Background: an optimization exercise with open tools, aiming at small area, a short achievable clock period and few clock cycles per item. Do not read the settings as production practice.
RTL that was checked went through simulation tests only; none was proved equivalent to the original.
No activity file was given, so power comes from the tool's default toggle rates.

==> willow: inputs <==
// word_tokenizer_fnv1a_hasher_top
module word_tokenizer_fnv1a_hasher_top #(
  parameter int unsigned LENGTH_WIDTH = wtok_pkg::LENGTH_WIDTH_DEF
) (
  input  logic   clk,
  input  logic   rst,
  input  logic   byte_valid,
  output logic   byte_ready,
  input  wtok_pkg::byte_t  byte_data,
  output logic   token_valid,
  input  logic   token_ready,
  output wtok_pkg::token_t token_data
);
clock: 6.5 ns
lec_check: 0
abc_area: 1
cap_margin: 20
core_margin: 2
core_utilization: 40
cts_buf_list: sky130_fd_sc_hd__clkbuf_8
cts_cluster_size: 20
setup_slack_margin: 3.0
slew_margin: 20
standard.sh (not shown) runs the stock make flow with config.mk's settings and CLKGATE_MAP_FILE= SYNTH_SCRIPT=/design/flow/synth_recipe.tcl, a recipe that flattens the netlist after the stock synthesis.
==> flow/flow/run.sh <==
#!/bin/bash
# Layout flow: the standard flow, with two changes between its steps.
#  1. After the standard synthesis, flow/fapol.py re-chooses the polarity of
#     each full adder cell (a full adder is self-dual) to drop the inverters
#     that Yosys's adder extraction leaves between them, and turns an xor2
#     with one inverted input into an xnor2 (or back). Registers and all
#     other cells are untouched.
#  2. Ports are buffered with sky130_fd_sc_hd__buf_1 instead of the
#     flow's default buffer cell (every port still gets its own buffer).
# Each tool's output goes to a log file of its own in this folder.
set -euo pipefail
R=orfs/results/sky130hd/word_tokenizer_fnv1a_hasher_top/base
bash standard.sh synth > 1_standard_synth.log 2>&1
cp $R/1_2_yosys.v 1_2_yosys.standard.v
python3 flow/fapol.py 1_2_yosys.standard.v $R/1_2_yosys.v > 2_fapol.log 2>&1
touch $R/1_2_yosys.v
bash standard.sh BUFFER_PORTS_ARGS="-buffer_cell sky130_fd_sc_hd__buf_1" finish > 3_standard_finish.log 2>&1
Other scripts of this flow, unchanged in this note and not shown: flow/flow/fapol.py
==> amber (differences from willow) <==
Settings changed: GPL_ROUTABILITY_DRIVEN from default to 0, PLACE_DENSITY from default to 0.7, SETUP_SLACK_MARGIN 3.0 to 2.8.
==> run summary <==
- Non-clk buf share: 0.05894
- Fin Hold WS: 0.5030 ns
- GPL Wtd Cong: 0.9005
- Reg-to-reg slack, setup: 2.92 ns
- M1 wire length: 7732 µm
- Met3 track demand over resource: 0.04398
- Status: complete, no violations
-- figures above: willow

==> run summary <==
- Status: complete, no violations
- Reg-to-reg slack, setup: 2.90 ns
- Fin Hold WS: 0.5004 ns
- Crit path DAT: 3.91 ns
- M1 wire length: 7055 µm
- Most frequent cells in the layout: nand2_1 (133), inv_1 (109), fa_1 (80), a21oi_1 (72), nor2_1 (67)
- Rows: 46
-- figures above: amber

Testbench counts of willow, summed over its fixed seeds: cycles 24,016, bytes 24,000.
Testbench counts of amber, summed over its fixed seeds: cycles 24,016, bytes 24,000.

==> run Y <==
Another version of the RTL of word_tokenizer_fnv1a_hasher_top (not shown whole).
==> flow/config.mk <==
export PLATFORM = sky130hd
export DESIGN_NAME = word_tokenizer_fnv1a_hasher_top
export DESIGN_NICKNAME = word_tokenizer_fnv1a_hasher_top
export VERILOG_FILES = /design/flow/design.v
export SDC_FILE = /design/flow/constraint.sdc
export NUM_CORES = 4
export LEC_CHECK = 0
export ABC_AREA = 1
export CAP_MARGIN = 20
export CORE_MARGIN = 2
export CORE_UTILIZATION = 40
export CTS_BUF_LIST = sky130_fd_sc_hd__clkbuf_8
export CTS_CLUSTER_SIZE = 20
export PLACE_DENSITY = 0.8
export SETUP_SLACK_MARGIN = 2.8
export SLEW_MARGIN = 20
==> flow/constraint.sdc <==
create_clock -name core_clock -period 6.5 [get_ports {clk}]
set_input_delay 1.3000 -clock core_clock [delete_from_list [all_inputs] [get_ports {clk}]]
set_output_delay 1.3000 -clock core_clock [all_outputs]
set_load 0.01 [all_outputs]
==> flow/flow/fapol.py <==
#!/usr/bin/env python3
"""Choose the polarity of each full adder cell in a Yosys netlist so that as
few inverters as possible remain.

A full adder is self-dual: complementing its three inputs complements its sum
and carry. Yosys's adder extraction leaves many inverters between full
adders; this picks, for every fa cell, whether to build it on complemented
inputs (giving complemented outputs), then rebuilds the inverters: at most
one per signal, from the signal's net. Only inverters are removed or added
and only fa inputs are rewired; registers and all other cells are unchanged.

usage: fapol.py IN.v OUT.v
"""
import re, sys, random

src = open(sys.argv[1]).read()
m = re.search(r'^module\s+(\S+)\((.*?)\);\n', src, re.M | re.S)
head_end = m.end()
end_mod = src.rindex('endmodule')
body = src[head_end:end_mod]

decl_re = re.compile(r'^\s*(input|output|inout|wire)\s+(\[\d+:\d+\]\s+)?(\S+)\s*;\s*$', re.M)
inst_re = re.compile(r'^\s*(sky130_fd_sc_hd__\w+)\s+(\S+)\s*\((.*?)\);\s*$', re.M | re.S)
pin_re = re.compile(r'\.(\w+)\(\s*(.*?)\s*\)\s*(?:,|$)', re.S)

decls = []
ports = set()
for d in decl_re.finditer(body):
    decls.append(d.group(0))
    if d.group(1) in ('output',):
        rng = d.group(2)
        name = d.group(3)
        if rng:
            hi, lo = map(int, re.findall(r'\d+', rng))
            for i in range(min(hi, lo), max(hi, lo) + 1):
                ports.add(f'{name}[{i}]')
        else:
            ports.add(name)

OUTPINS = {'X', 'Y', 'Q', 'Q_N', 'SUM', 'COUT', 'HI', 'LO'}
cells = []
for c in inst_re.finditer(body):
    typ, name, pins = c.group(1), c.group(2), c.group(3)
    conn = {}
    for p in pin_re.finditer(pins):
        conn[p.group(1)] = p.group(2).strip()
    cells.append({'type': typ, 'name': name, 'conn': conn})

def is_inv(c):
    return re.match(r'sky130_fd_sc_hd__(clk)?inv_\d+$', c['type']) is not None

def norm(n):
    return n.strip()

driver = {}
for c in cells:
    for p, n in c['conn'].items():
        if p in OUTPINS:
            driver[norm(n)] = (c, p)

# inverters that drive a port stay as they are (treated as ordinary cells)
invs = [c for c in cells if is_inv(c) and norm(c['conn']['Y']) not in ports]
inv_set = set(id(c) for c in invs)

def resolve(n):
    n = norm(n); p = 0
    while n in driver and id(driver[n][0]) in inv_set:
        n = norm(driver[n][0]['conn']['A']); p ^= 1
    return n, p

fas = [c for c in cells if c['type'].startswith('sky130_fd_sc_hd__fa_')]
fa_idx = {id(c): i for i, c in enumerate(fas)}
sig_fa = {}                      # signal net -> fa index that drives it
for i, c in enumerate(fas):
    sig_fa[norm(c['conn']['SUM'])] = i
    sig_fa[norm(c['conn']['COUT'])] = i

# consumers: (cell, pin, signal, polarity)
cons = []
for c in cells:
    if id(c) in inv_set:
        continue
    for p, n in c['conn'].items():
        if p in OUTPINS:
            continue
        s, pol = resolve(n)
        cons.append((c, p, s, pol))
# signals that reach a port other than through kept cells: freeze their fa
frozen = set()
for n in ports:
    s, pol = resolve(n)
    if s in sig_fa and (s != norm(n)):
        frozen.add(sig_fa[s])

by_sig = {}
for k, (c, p, s, pol) in enumerate(cons):
    by_sig.setdefault(s, []).append(k)
fa_sigs = [set() for _ in fas]
for k, (c, p, s, pol) in enumerate(cons):
    if id(c) in fa_idx:
        fa_sigs[fa_idx[id(c)]].add(s)
    if s in sig_fa:
        fa_sigs[sig_fa[s]].add(s)

flip = [0] * len(fas)

def is_xor(c):
    return re.match(r'sky130_fd_sc_hd__x(n)?or2_\d+$', c['type']) is not None

def sig_cost(s):
    phi = flip[sig_fa[s]] if s in sig_fa else 0
    for k in by_sig.get(s, []):
        c, p, _, pol = cons[k]
        if is_xor(c):
            continue
        eff = pol ^ (flip[fa_idx[id(c)]] if id(c) in fa_idx else 0)
        if eff != phi:
            return 1
    return 0

def total():
    return sum(sig_cost(s) for s in by_sig)

before = total()
random.seed(1)
best_flip, best = list(flip), before
for restart in range(30):
    flip[:] = [0] * len(fas) if restart == 0 else [random.randint(0, 1) if i not in frozen else 0 for i in range(len(fas))]
    order = list(range(len(fas)))
    for rnd in range(60):
        improved = False
        random.shuffle(order)
        for i in order:
            if i in frozen:
                continue
            old = sum(sig_cost(s) for s in fa_sigs[i])
            flip[i] ^= 1
            new = sum(sig_cost(s) for s in fa_sigs[i])
            if new < old:
                improved = True
            elif new == old and random.random() < 0.3:
                pass
            else:
                flip[i] ^= 1
        if not improved and rnd > 15:
            break
    cur = total()
    if cur < best:
        best, best_flip = cur, list(flip)
flip[:] = best_flip
after = total()

def esc(n):
    n = norm(n)
    return n + ' ' if n.startswith('\\') else n

# rebuild: drop resolved inverters, one new inverter per signal that needs it
inv_of = {}
new_wires, new_cells = [], []
kept_inv_type = {}
for c in invs:
    s, _ = resolve(c['conn']['Y'])
    kept_inv_type.setdefault(s, c['type'])
cnt = 0
def inv_net(s):
    global cnt
    if s not in inv_of:
        cnt += 1
        w = f'_fapol_{cnt}_'
        inv_of[s] = w
        new_wires.append(f'  wire {w};')
        t = kept_inv_type.get(s, 'sky130_fd_sc_hd__inv_1')
        new_cells.append(f'  {t} _fapol_inv_{cnt}_ (\n    .A({esc(s)}),\n    .Y({w})\n  );')
    return inv_of[s]

swap = {}
for k, (c, p, s, pol) in enumerate(cons):
    phi = flip[sig_fa[s]] if s in sig_fa else 0
    eff = pol ^ (flip[fa_idx[id(c)]] if id(c) in fa_idx else 0)
    if is_xor(c):
        c['conn'][p] = s
        if eff != phi:
            swap[id(c)] = swap.get(id(c), 0) ^ 1
        continue
    c['conn'][p] = s if eff == phi else inv_net(s)
n_swap = 0
for c in cells:
    if swap.get(id(c)):
        n_swap += 1
        m2 = re.match(r'sky130_fd_sc_hd__(x(?:n)?or2)_(\d+)$', c['type'])
        kind, drive = m2.group(1), m2.group(2)
        if kind == 'xor2':
            c['type'] = f'sky130_fd_sc_hd__xnor2_{drive}'
            c['conn'] = {('Y' if q == 'X' else q): n for q, n in c['conn'].items()}
        else:
            c['type'] = f'sky130_fd_sc_hd__xor2_{drive}'
            c['conn'] = {('X' if q == 'Y' else q): n for q, n in c['conn'].items()}

dead = set(norm(c['conn']['Y']) for c in invs)
out = [src[:head_end]]
for d in decls:
    mm = decl_re.match(d)
    if mm.group(1) == 'wire' and not mm.group(2) and norm(mm.group(3)) in dead:
        continue
    out.append(d + '\n')
out += [w + '\n' for w in new_wires]
for c in cells:
    if id(c) in inv_set:
        continue
    pins = ',\n'.join(f'    .{p}({esc(n)})' for p, n in c['conn'].items())
    out.append(f"  {c['type']} {c['name']} (\n{pins}\n  );\n")
out += [x + '\n' for x in new_cells]
out.append(src[end_mod:])
open(sys.argv[2], 'w').write(''.join(out))
print(f'fapol: {len(fas)} full adders, {sum(flip)} flipped, {len(frozen)} frozen, {n_swap} xor/xnor swapped; '
      f'inverters {len(invs)} -> {len(inv_of)} (signal cost {before} -> {after})')
Scripts as last shown in full above: flow/flow/run.sh
==> inputs of run D, as changes to run Y <==
--- a/flow/design.v
+++ b/flow/design.v
@@ -75,17 +75,17 @@
   output wtok_pkg::token_t token_data
 );
   localparam logic [1:0] C_NONE = 2'd0;
   localparam logic [1:0] C_WORD = 2'd1;
   localparam logic [1:0] C_LF   = 2'd2;
   localparam logic [1:0] C_END  = 2'd3;
   logic [1:0]  ib_cls;
   logic        ib_b7;
-  logic        ib_b7m;      
+  logic [6:0]  xlo_r;       
   logic                    in_word;
   logic [31:0]             hash_r;
   logic [LENGTH_WIDTH-1:0] len_r;
   logic                    last_r;
   logic [1:0]  e_pre;
   logic        w_own;
   logic        e_post;
   logic        rdy_nt;
@@ -101,18 +101,17 @@
   logic        hash_clr;
   logic        byte_xfer;
   logic        in_space;
   logic [1:0]  in_cls;
   logic [6:0]  in_low;
   logic [31:0] mix_out;
   logic [31:0] mixed;
   logic [6:0]  hlo_n;
-  logic        w_next_nt;   
-  logic        w_next_t;    
+  logic [6:0]  xlo_n;
   logic [1:0]  ib_cls_n;
   logic        in_word_n;
   logic [1:0]  e_pre_n;
   logic        w_own_n;
   logic        e_post_n;
   logic        ok_nt_n;
   logic        ok_t_n;
   assign e_front     = (e_pre != 2'd0);
@@ -180,25 +179,23 @@
         end
         C_END: begin
           in_word_n = 1'b0;
           if (in_word && !w_now) w_own_n = 1'b1;
         end
         default: ;
       endcase
     end
-    mixed = mix_out;
-    if (rst || hash_clr) hlo_n = FNV_BASIS[6:0];
+    mixed = mix_out ^ {32{ib_b7}};
+    if (!in_word_n)      hlo_n = FNV_BASIS[6:0];
     else if (hash_upd)   hlo_n = mixed[6:0];
     else                 hlo_n = hash_r[6:0];
-    if (byte_xfer && in_cls == C_WORD) hlo_n = hlo_n ^ in_low;
-    w_next_nt = w_own_n || (in_word_n && ib_cls_n[1]);
-    w_next_t  = (e_pre_n != 2'd0) && w_next_nt;
+    xlo_n = hlo_n ^ in_low;
   end
-  fnv_mul u_mul (.x(hash_r), .e(ib_b7m), .ex(ib_b7), .y(mix_out));
+  fnv_mul u_mul (.x({hash_r[31:7], xlo_r}), .e(ib_b7), .y(mix_out));
   wtok_room u_room_nt (
     .cls(ib_cls_n), .in_word(in_word_n), .e_pre(e_pre_n), .w_own(w_own_n),
     .e_post(e_post_n), .take(1'b0), .ok(ok_nt_n)
   );
   wtok_room u_room_t (
     .cls(ib_cls_n), .in_word(in_word_n), .e_pre(e_pre_n), .w_own(w_own_n),
     .e_post(e_post_n), .take(1'b1), .ok(ok_t_n)
   );
@@ -212,54 +209,46 @@
       rdy_nt  <= 1'b1;
       rdy_t   <= 1'b1;
     end else begin
       ib_cls  <= ib_cls_n;
       in_word <= in_word_n;
       e_pre   <= e_pre_n;
       w_own   <= w_own_n;
       e_post  <= e_post_n;
-      rdy_nt  <= ((ib_cls_n == C_NONE) || ok_nt_n) && !w_next_nt;
-      rdy_t   <= ((ib_cls_n == C_NONE) || ok_t_n) && !w_next_t;
+      rdy_nt  <= (ib_cls_n == C_NONE) || ok_nt_n;
+      rdy_t   <= (ib_cls_n == C_NONE) || ok_t_n;
     end
   end
   always_ff @(posedge clk) begin
     if (byte_xfer) begin
+      xlo_r <= xlo_n;
       ib_b7 <= byte_data.data_byte[7];
     end
   end
   always_ff @(posedge clk) begin
-    if (byte_xfer || ok) begin
-      ib_b7m <= byte_data.data_byte[7];
-    end
-  end
-  always_ff @(posedge clk) begin
     if (rst || hash_clr) begin
-      hash_r[31:7] <= FNV_BASIS[31:7];
-      len_r        <= '0;
+      hash_r <= FNV_BASIS;
+      len_r  <= '0;
     end else if (hash_upd) begin
-      hash_r[31:7] <= mixed[31:7];
+      hash_r <= mixed;
       if (len_r != '1) begin
         len_r <= len_r + LENGTH_WIDTH'(1);
       end
     end
   end
   always_ff @(posedge clk) begin
-    hash_r[6:0] <= hlo_n;
-  end
-  always_ff @(posedge clk) begin
     if (ok && word_end && !w_now) begin
       last_r <= (ib_cls == C_END);
     end
   end
 endmodule
 module fnv_mul (
   input  logic [31:0] x,
   input  logic        e,
-  input  logic        ex,
   output logic [31:0] y
 );
   logic fs0;
   logic fc0;
   logic fs1;
   logic fc1;
   logic fs2;
   logic fc2;
@@ -902,43 +891,41 @@
   assign gn78 = gn62 | (pn62 & gn56);
   assign pn78 = pn62 & pn56;
   logic gn79, pn79;
   assign gn79 = gn63 | (pn63 & gn56);
   assign pn79 = pn63 & pn56;
   logic gn80, pn80;
   assign gn80 = gn64 | (pn64 & gn56);
   assign pn80 = pn64 & pn56;
-  logic [31:0] pe;
-  assign pe = p0 ^ {32{ex}};
-  assign y[0] = pe[0] ^ e;
-  assign y[1] = pe[1] ^ gc0;
-  assign y[2] = pe[2] ^ gn1;
-  assign y[3] = pe[3] ^ gn17;
-  assign y[4] = pe[4] ^ gn18;
-  assign y[5] = pe[5] ^ gn33;
-  assign y[6] = pe[6] ^ gn34;
-  assign y[7] = pe[7] ^ gn35;
-  assign y[8] = pe[8] ^ gn36;
-  assign y[9] = pe[9] ^ gn49;
-  assign y[10] = pe[10] ^ gn50;
-  assign y[11] = pe[11] ^ gn51;
-  assign y[12] = pe[12] ^ gn52;
-  assign y[13] = pe[13] ^ gn53;
-  assign y[14] = pe[14] ^ gn54;
-  assign y[15] = pe[15] ^ gn55;
-  assign y[16] = pe[16] ^ gn56;
-  assign y[17] = pe[17] ^ gn65;
-  assign y[18] = pe[18] ^ gn66;
-  assign y[19] = pe[19] ^ gn67;
-  assign y[20] = pe[20] ^ gn68;
-  assign y[21] = pe[21] ^ gn69;
-  assign y[22] = pe[22] ^ gn70;
-  assign y[23] = pe[23] ^ gn71;
-  assign y[24] = pe[24] ^ gn72;
-  assign y[25] = pe[25] ^ gn73;
-  assign y[26] = pe[26] ^ gn74;
-  assign y[27] = pe[27] ^ gn75;
-  assign y[28] = pe[28] ^ gn76;
-  assign y[29] = pe[29] ^ gn77;
-  assign y[30] = pe[30] ^ gn78;
-  assign y[31] = pe[31] ^ gn79;
+  assign y[0] = p0[0] ^ e;
+  assign y[1] = p0[1] ^ gc0;
+  assign y[2] = p0[2] ^ gn1;
+  assign y[3] = p0[3] ^ gn17;
+  assign y[4] = p0[4] ^ gn18;
+  assign y[5] = p0[5] ^ gn33;
+  assign y[6] = p0[6] ^ gn34;
+  assign y[7] = p0[7] ^ gn35;
+  assign y[8] = p0[8] ^ gn36;
+  assign y[9] = p0[9] ^ gn49;
+  assign y[10] = p0[10] ^ gn50;
+  assign y[11] = p0[11] ^ gn51;
+  assign y[12] = p0[12] ^ gn52;
+  assign y[13] = p0[13] ^ gn53;
+  assign y[14] = p0[14] ^ gn54;
+  assign y[15] = p0[15] ^ gn55;
+  assign y[16] = p0[16] ^ gn56;
+  assign y[17] = p0[17] ^ gn65;
+  assign y[18] = p0[18] ^ gn66;
+  assign y[19] = p0[19] ^ gn67;
+  assign y[20] = p0[20] ^ gn68;
+  assign y[21] = p0[21] ^ gn69;
+  assign y[22] = p0[22] ^ gn70;
+  assign y[23] = p0[23] ^ gn71;
+  assign y[24] = p0[24] ^ gn72;
+  assign y[25] = p0[25] ^ gn73;
+  assign y[26] = p0[26] ^ gn74;
+  assign y[27] = p0[27] ^ gn75;
+  assign y[28] = p0[28] ^ gn76;
+  assign y[29] = p0[29] ^ gn77;
+  assign y[30] = p0[30] ^ gn78;
+  assign y[31] = p0[31] ^ gn79;
 endmodule
==> flow/flow/run.sh (replaced) <==
#!/bin/bash
# Layout flow: the standard flow, with two changes between its steps.
#  1. After the standard synthesis, flow/fapol.py re-chooses the polarity of
#     each full adder cell (a full adder is self-dual) to drop the inverters
#     that Yosys's adder extraction leaves between them. Registers and all
#     other cells are untouched.
#  2. Ports are buffered with sky130_fd_sc_hd__buf_2 instead of the
#     flow's default buffer cell (every port still gets its own buffer).
# Each tool's output goes to a log file of its own in this folder.
set -euo pipefail
R=orfs/results/sky130hd/word_tokenizer_fnv1a_hasher_top/base
bash standard.sh synth > 1_standard_synth.log 2>&1
cp $R/1_2_yosys.v 1_2_yosys.standard.v
python3 flow/fapol.py 1_2_yosys.standard.v $R/1_2_yosys.v > 2_fapol.log 2>&1
touch $R/1_2_yosys.v
bash standard.sh BUFFER_PORTS_ARGS="-buffer_cell sky130_fd_sc_hd__buf_1" finish > 3_standard_finish.log 2>&1
--- a/flow/flow/fapol.py
+++ b/flow/flow/fapol.py
@@ -99,60 +99,50 @@
 for k, (c, p, s, pol) in enumerate(cons):
     if id(c) in fa_idx:
         fa_sigs[fa_idx[id(c)]].add(s)
     if s in sig_fa:
         fa_sigs[sig_fa[s]].add(s)
 
 flip = [0] * len(fas)
 
-def is_xor(c):
-    return re.match(r'sky130_fd_sc_hd__x(n)?or2_\d+$', c['type']) is not None
-
 def sig_cost(s):
     phi = flip[sig_fa[s]] if s in sig_fa else 0
     for k in by_sig.get(s, []):
         c, p, _, pol = cons[k]
-        if is_xor(c):
-            continue
         eff = pol ^ (flip[fa_idx[id(c)]] if id(c) in fa_idx else 0)
         if eff != phi:
             return 1
     return 0
 
 def total():
     return sum(sig_cost(s) for s in by_sig)
 
 before = total()
+best = before
 random.seed(1)
-best_flip, best = list(flip), before
-for restart in range(30):
-    flip[:] = [0] * len(fas) if restart == 0 else [random.randint(0, 1) if i not in frozen else 0 for i in range(len(fas))]
-    order = list(range(len(fas)))
-    for rnd in range(60):
-        improved = False
-        random.shuffle(order)
-        for i in order:
-            if i in frozen:
-                continue
-            old = sum(sig_cost(s) for s in fa_sigs[i])
+order = list(range(len(fas)))
+for rnd in range(50):
+    improved = False
+    random.shuffle(order)
+    for i in order:
+        if i in frozen:
+            continue
+        old = sum(sig_cost(s) for s in fa_sigs[i])
+        flip[i] ^= 1
+        new = sum(sig_cost(s) for s in fa_sigs[i])
+        if new < old or (new == old and random.random() < 0.1):
+            improved = improved or new < old
+        else:
             flip[i] ^= 1
-            new = sum(sig_cost(s) for s in fa_sigs[i])
-            if new < old:
-                improved = True
-            elif new == old and random.random() < 0.3:
-                pass
-            else:
-                flip[i] ^= 1
-        if not improved and rnd > 15:
-            break
     cur = total()
     if cur < best:
-        best, best_flip = cur, list(flip)
-flip[:] = best_flip
+        best = cur
+    if not improved and rnd > 10:
+        break
 after = total()
 
 def esc(n):
     n = norm(n)
     return n + ' ' if n.startswith('\\') else n
 
 # rebuild: drop resolved inverters, one new inverter per signal that needs it
 inv_of = {}
@@ -168,38 +158,20 @@
         cnt += 1
         w = f'_fapol_{cnt}_'
         inv_of[s] = w
         new_wires.append(f'  wire {w};')
         t = kept_inv_type.get(s, 'sky130_fd_sc_hd__inv_1')
         new_cells.append(f'  {t} _fapol_inv_{cnt}_ (\n    .A({esc(s)}),\n    .Y({w})\n  );')
     return inv_of[s]
 
-swap = {}
 for k, (c, p, s, pol) in enumerate(cons):
     phi = flip[sig_fa[s]] if s in sig_fa else 0
     eff = pol ^ (flip[fa_idx[id(c)]] if id(c) in fa_idx else 0)
-    if is_xor(c):
-        c['conn'][p] = s
-        if eff != phi:
-            swap[id(c)] = swap.get(id(c), 0) ^ 1
-        continue
     c['conn'][p] = s if eff == phi else inv_net(s)
-n_swap = 0
-for c in cells:
-    if swap.get(id(c)):
-        n_swap += 1
-        m2 = re.match(r'sky130_fd_sc_hd__(x(?:n)?or2)_(\d+)$', c['type'])
-        kind, drive = m2.group(1), m2.group(2)
-        if kind == 'xor2':
-            c['type'] = f'sky130_fd_sc_hd__xnor2_{drive}'
-            c['conn'] = {('Y' if q == 'X' else q): n for q, n in c['conn'].items()}
-        else:
-            c['type'] = f'sky130_fd_sc_hd__xor2_{drive}'
-            c['conn'] = {('X' if q == 'Y' else q): n for q, n in c['conn'].items()}
 
 dead = set(norm(c['conn']['Y']) for c in invs)
 out = [src[:head_end]]
 for d in decls:
     mm = decl_re.match(d)
     if mm.group(1) == 'wire' and not mm.group(2) and norm(mm.group(3)) in dead:
         continue
     out.append(d + '\n')
@@ -207,10 +179,10 @@
 for c in cells:
     if id(c) in inv_set:
         continue
     pins = ',\n'.join(f'    .{p}({esc(n)})' for p, n in c['conn'].items())
     out.append(f"  {c['type']} {c['name']} (\n{pins}\n  );\n")
 out += [x + '\n' for x in new_cells]
 out.append(src[end_mod:])
 open(sys.argv[2], 'w').write(''.join(out))
-print(f'fapol: {len(fas)} full adders, {sum(flip)} flipped, {len(frozen)} frozen, {n_swap} xor/xnor swapped; '
+print(f'fapol: {len(fas)} full adders, {sum(flip)} flipped, {len(frozen)} frozen; '
       f'inverters {len(invs)} -> {len(inv_of)} (signal cost {before} -> {after})')
==> flow/config.mk (replaced) <==
export PLATFORM = sky130hd
export DESIGN_NAME = word_tokenizer_fnv1a_hasher_top
export DESIGN_NICKNAME = word_tokenizer_fnv1a_hasher_top
export VERILOG_FILES = /design/flow/design.v
export SDC_FILE = /design/flow/constraint.sdc
export NUM_CORES = 4
export LEC_CHECK = 0
export CAP_MARGIN = 20
export CORE_MARGIN = 2
export CORE_UTILIZATION = 40
export SETUP_SLACK_MARGIN = 2.5
export SLEW_MARGIN = 20
==> run summary <==
Internal Power: run D 1.325 mW; run Y 1.430 mW
P per Cell Area: run D 297.3 mW/mm^2; run Y 361.1 mW/mm^2
Total vias in the final route: run D 5145; run Y 5733
Run status: run D finished clean; run Y finished clean
Hold_sp: run D hash_r[6]; run Y len_r[6]
Sequential share of power: run D 0.203; run Y 0.160
Headroom to the max-slew limit: run D 0.4343; run Y 0.2814
Total power of the final layout: run D 2.255 mW; run Y 2.750 mW
Start of the worst register-to-register path: run D hash_r[10]; run Y hash_r[12]
Number of design-rule violations left by the first detailed-router iteration: run D 256; run Y 449
Min Hold Slack: run D 0.4917 ns; run Y 0.4958 ns
FMAX: run D 256.3 MHz; run Y 271.8 MHz
Non-clock inverters: run D 48; run Y 99
Initial Util: run D 0.4107; run Y 0.4108
Met3 track demand over resource in global routing: run D 0.04075; run Y 0.04883
Die W: run D 131.9 microns; run Y 132.0 microns
Combinational cell fraction of total power: run D 0.595; run Y 0.710
Clock Root Buffer: run D clkbuf_16; run Y clkbuf_8
Largest net degree at the start of global routing: run D 51; run Y 38
Global-route usage over all layers: run D 0.1966; run Y 0.1986
Post-DR vias/cell: run D 5.261; run Y 5.217
Part of the cycle the worst path needs: run D 0.6002; run Y 0.5660
Post-Layout Inst Area: run D 0.007585 sq mm; run Y 0.007615 sq mm
Final weighted congestion in routability-driven placement: run D 0.9256; run Y 0.9001
DP Worst Slack: run D 2.173 ns; run Y 2.395 ns
Testbench counts of run D, summed over its fixed seeds: cycles 24,016, bytes 24,000.
The RTL of run Y was laid out without a check of its function.

[port drivers added, routing unchanged]
The results above use ideal ports. As a check the final layouts listed here were re-extracted and re-timed, cells and wires unchanged. Step 1 sets driving cells, clkbuf_16 on the clock port and buf_2 on the other inputs (assumed; they add their load-dependent delay and slew). Step 2 times the ports against the registers' clock, not the clock port: input delays grow and output delays shrink by t, the midpoint of the rising clock arrivals with the driver on. Three values: no drivers, after step 1, after step 2; two values: the first two.
run	t (ns)	slack for setup (ns)	clock arrival spread, ns	cell pins on the clock port's net
willow	0.402	2.923 / 2.923 / 2.852	0.010 / 0.010	1
amber	0.397	2.897 / 2.897 / 2.871	0.009 / 0.010	1
run Y	0.403	2.821 / 2.821 / 2.557	0.012 / 0.012	1
run D	0.385	2.599 / 2.599 / 2.599	0.010 / 0.010	1
After both steps every run listed still meets setup and hold. For run Y, which loses most, drivers alone change the setup slack by 0.000 ns; drivers and shift together by -0.264 ns.
